This is an optimization exercise on Yosys and OpenROAD, whose aim is small area, a short achievable clock period and few clock cycles per item, not a production implementation.
The RTL was checked by simulation tests, not by an equivalence proof against the original design.
Power figures rest on the tool's default switching activity, not on a simulated workload.

## north
==> module move_list_top, before the edit <==
module move_list_top (
   input  logic        clk,
   input  logic        reset,
   input  logic        list_open,
   input  logic        list_close,
   input  logic        move_valid,
   input  logic [29:0] move_in,
   input  logic        white_to_move,
   output logic        out_valid,
   output logic [29:0] out_entry,
   output logic        out_last,
   output logic        list_done,
   output logic        overflow
);
   localparam int N = 31;
   logic              list_is_open;
   logic              closed;
   logic [4:0]        fill;
   logic              white;
   logic              pv;
   logic [29:0]       p;
   logic              qv;
   logic [29:0]       q;
   logic [29:0]       e [0:N-1];
   logic [N-1:0]      v;
   logic              accept;
   logic              keep;
   function automatic logic [29:0] xf(input logic [29:0] m, input logic w);
      xf[29:18] = m[29:18];
      xf[17]    = w ? m[17] : m[16];
      xf[16]    = w ? m[16] : m[17];
      xf[15:0]  = m[15:0] ^ (w ? 16'h8000 : 16'h7fff);
   endfunction
   function automatic logic key_gt(input logic [16:0] a, input logic [16:0] b);
      logic c;
      c = 1'b0;
      for (int k = 0; k < 17; k++)
         c = (a[k] & ~b[k]) | (a[k] & c) | (~b[k] & c);
      key_gt = c;
   endfunction
   function automatic logic [16:0] key(input logic [29:0] m);
      key = {m[15:0], m[16]};
   endfunction
   assign accept   = list_is_open && move_valid;
   assign keep     = accept && fill != 5'(N);
   logic closed_nx;
   logic pv_nx;
   logic qv_nx;
   logic draining;
   logic first;
   logic [4:0]   rp;
   logic [N-1:0] rsel;
   always_comb
   begin
      closed_nx = closed;
      if (list_close && list_is_open)
         closed_nx = 1'b1;
      if (list_done)
         closed_nx = 1'b0;
      pv_nx    = keep;
      qv_nx    = pv;
      first    = closed && !pv && !draining;
   end
   always_ff @(posedge clk)
   begin
      if (reset)
      begin
         list_is_open <= 1'b0;
         closed       <= 1'b0;
         draining     <= 1'b0;
         fill         <= '0;
         overflow     <= 1'b0;
         pv           <= 1'b0;
         qv           <= 1'b0;
      end
      else
      begin
         pv       <= pv_nx;
         qv       <= qv_nx;
         closed   <= closed_nx;
         if (list_done)
            draining <= 1'b0;
         else if (first)
            draining <= 1'b1;
         if (keep)
            fill <= fill + 1'b1;
         if (accept && fill == 5'(N))
            overflow <= 1'b1;
         if (list_open)
         begin
            list_is_open <= 1'b1;
            fill         <= '0;
            overflow     <= 1'b0;
         end
         else if (list_close)
            list_is_open <= 1'b0;
      end
   end
   always_ff @(posedge clk)
   begin
      if (list_open)
         white <= white_to_move;
      p <= xf(move_in, white_to_move);
      q <= p;
   end
   logic [N-1:0] dd;
   logic         x;
   logic [N-1:0] ddr;
   logic         xr;
   always_comb
   begin
      for (int i = 0; i < N; i++)
         dd[i] = !v[i] || key_gt(key(p), key(e[i]));
      x = key_gt(key(p), key(q));
   end
   always_ff @(posedge clk)
   begin
      ddr <= dd;
      xr  <= x;
   end
   logic [N-1:0] c;
   logic [N-1:0] sl;
   logic [N-1:0] sp;
   logic [N-1:0] slr;
   logic [N-1:0] spr;
   always_comb
   begin
      for (int i = 0; i < N; i++)
      begin
         if (slr[i])
            c[i] = ddr[i > 0 ? i - 1 : 0];
         else if (spr[i])
            c[i] = xr;
         else
            c[i] = ddr[i];
      end
      for (int i = 0; i < N; i++)
      begin
         sl[i] = qv && c[i] && (i > 0 ? c[i-1] : 1'b0);
         sp[i] = qv && c[i] && !(i > 0 ? c[i-1] : 1'b0);
      end
   end
   always_ff @(posedge clk)
   begin
      slr <= sl;
      spr <= sp;
   end
   logic [N-1:0] sel_h;
   logic [29:0]  e_nx [0:N-1];
   always_comb
   begin
      for (int i = 0; i < N; i++)
      begin
         sel_h[i] = !(sl[i] || sp[i]);
         e_nx[i]  = ({30{sl[i]}} & (i > 0 ? e[i-1] : '0)) |
                    ({30{sp[i]}} & q) |
                    ({30{sel_h[i]}} & e[i]);
      end
   end
   logic [4:0] used;
   always_ff @(posedge clk)
   begin
      if (reset || list_open)
         used <= '0;
      else if (qv)
         used <= used + 1'b1;
   end
   always_comb
   begin
      for (int i = 0; i < N; i++)
         v[i] = 5'(i) < used;
   end
   always_ff @(posedge clk)
   begin
      for (int i = 0; i < N; i++)
         e[i] <= e_nx[i];
   end
   logic [29:0] rd;
   always_comb
   begin
      rd = '0;
      for (int i = 1; i < N; i++)
         rd = rd | ({30{rsel[i]}} & e[i]);
      if (first)
         rd = e_nx[0];
   end
   always_ff @(posedge clk)
   begin
      out_entry <= xf(rd, white);
      if (first)
      begin
         rp   <= 5'd1;
         rsel <= N'(2);
      end
      else
      begin
         rp   <= rp + 1'b1;
         rsel <= {rsel[N-2:0], 1'b0};
      end
   end
   always_ff @(posedge clk)
   begin
      if (reset)
      begin
         out_valid <= 1'b0;
         out_last  <= 1'b0;
         list_done <= 1'b0;
      end
      else if (first)
      begin
         out_valid <= fill != 5'd0;
         out_last  <= fill == 5'd1;
         list_done <= fill <= 5'd1;
      end
      else if (draining && !list_done)
      begin
         out_valid <= rp < fill;
         out_last  <= rp == fill - 1'b1;
         list_done <= rp >= fill - 1'b1;
      end
      else
      begin
         out_valid <= 1'b0;
         out_last  <= 1'b0;
         list_done <= 1'b0;
      end
   end
endmodule
clock: 6.0 ns
lec_check: 0
cap_margin: 20
core_margin: 2
core_utilization: 30
setup_slack_margin: 3.4
slew_margin: 20
standard.sh (not shown) runs the stock make flow with config.mk's settings and CLKGATE_MAP_FILE= SYNTH_SCRIPT=/design/flow/synth_recipe.tcl, a recipe that flattens the netlist after the stock synthesis.
==> flow/flow/run.sh <==
#!/bin/bash
# The standard layout (standard.sh: the standard synthesis and the ORFS
# flow), with one change: the input and output port buffers are buf_4 cells
# rather than the delay-cell buffer that buffer_ports picks by default.
# The full tool output goes to standard.log in this folder.
set -uo pipefail
bash standard.sh BUFFER_PORTS_ARGS="-buffer_cell sky130_fd_sc_hd__buf_4" finish > standard.log 2>&1
status=$?
tail -40 standard.log
exit $status
Testbench counts of north, summed over its fixed seeds: cycles 6,314, lists 160.
#### Input delta (south over north)
--- a/flow/design.v
+++ b/flow/design.v
@@ -40,10 +40,11 @@
    logic              closed;
    logic [4:0]        fill;
    logic              white;
    logic              pv;
    logic [29:0]       p;
+   logic [16:0]       pkn;
    logic              qv;
    logic [29:0]       q;
    logic [29:0]       e [0:N-1];
    logic [N-1:0]      v;
    logic              accept;
@@ -122,20 +123,21 @@
    always_ff @(posedge clk)
    begin
       if (list_open)
          white <= white_to_move;
       p <= xf(move_in, white_to_move);
+      pkn <= ~key(xf(move_in, white_to_move));
       q <= p;
    end
    logic [N-1:0] dd;
    logic         x;
    logic [N-1:0] ddr;
    logic         xr;
    always_comb
    begin
       for (int i = 0; i < N; i++)
-         dd[i] = !v[i] || key_gt(key(p), key(e[i]));
+         dd[i] = !v[i] || key_gt(i < N / 2 ? key(p) : ~pkn, key(e[i]));
       x = key_gt(key(p), key(q));
    end
    always_ff @(posedge clk)
    begin
       ddr <= dd;
@@ -196,31 +198,40 @@
    always_ff @(posedge clk)
    begin
       for (int i = 0; i < N; i++)
          e[i] <= e_nx[i];
    end
-   logic [29:0] rd;
-   always_comb
-   begin
-      rd = '0;
+   logic [29:0]  rd;
+   logic [N-1:0] rseln;
+   always_comb
+   begin
+      rd = {30{first}} & e_nx[0];
       for (int i = 1; i < N; i++)
-         rd = rd | ({30{rsel[i]}} & e[i]);
-      if (first)
-         rd = e_nx[0];
+      begin
+         rd[14:0]  = rd[14:0]  | ({15{rsel[i]}} & e[i][14:0]);
+         rd[29:15] = rd[29:15] | ({15{~rseln[i]}} & e[i][29:15]);
+      end
    end
    always_ff @(posedge clk)
    begin
       out_entry <= xf(rd, white);
       if (first)
       begin
-         rp   <= 5'd1;
-         rsel <= N'(2);
+         rp    <= 5'd1;
+         rsel  <= N'(2);
+         rseln <= {{(N-2){1'b1}}, 2'b01};
+      end
+      else if (draining)
+      begin
+         rp    <= rp + 1'b1;
+         rsel  <= {rsel[N-2:0], 1'b0};
+         rseln <= {rseln[N-2:0], 1'b1};
       end
       else
       begin
-         rp   <= rp + 1'b1;
-         rsel <= {rsel[N-2:0], 1'b0};
+         rsel  <= '0;
+         rseln <= '1;
       end
    end
    always_ff @(posedge clk)
    begin
       if (reset)
The final layout from south, which completed every stage, passed the timing, design-rule and antenna checks at the end of the flow.
south reports its launch point of the worst path as p[13] while north reports rsel[3].
Diff south..north | via count | negligible
In terms of share of the clock period used by the worst path after layout, north and south differ only marginally.
The met1 usage in global routing of south exceeds that of north by 0.16 points.
Between north and south, the flow reports global-route wire length before repair increasing slightly.
Relative to north, the static leakage power of south is lower by about 6.5%.
Testbench counts of south, summed over its fixed seeds: cycles 6,314, lists 160.

port drivers added, routing unchanged:
The flow's constraints put no driver on any port. The routed layouts listed below were extracted and timed again, unchanged, in two steps. Step 1 assumes that a clkbuf_16 drives the clock port and a buf_2 every other input. Step 2 also shifts input and output timing later by t, the mid clock arrival at the registers, as if the neighbouring blocks saw the same clock. Three values: no drivers, after step 1, after step 2; two values: the first two.
run | t, ns | setup slack, ns | slew at the worst register clock pin (ns)
north | 0.889 | 3.269 / 3.269 / 3.269 | 0.07 / 0.07
south | 0.901 | 3.267 / 3.267 / 3.267 | 0.07 / 0.07
After both steps every run listed still meets setup and hold.
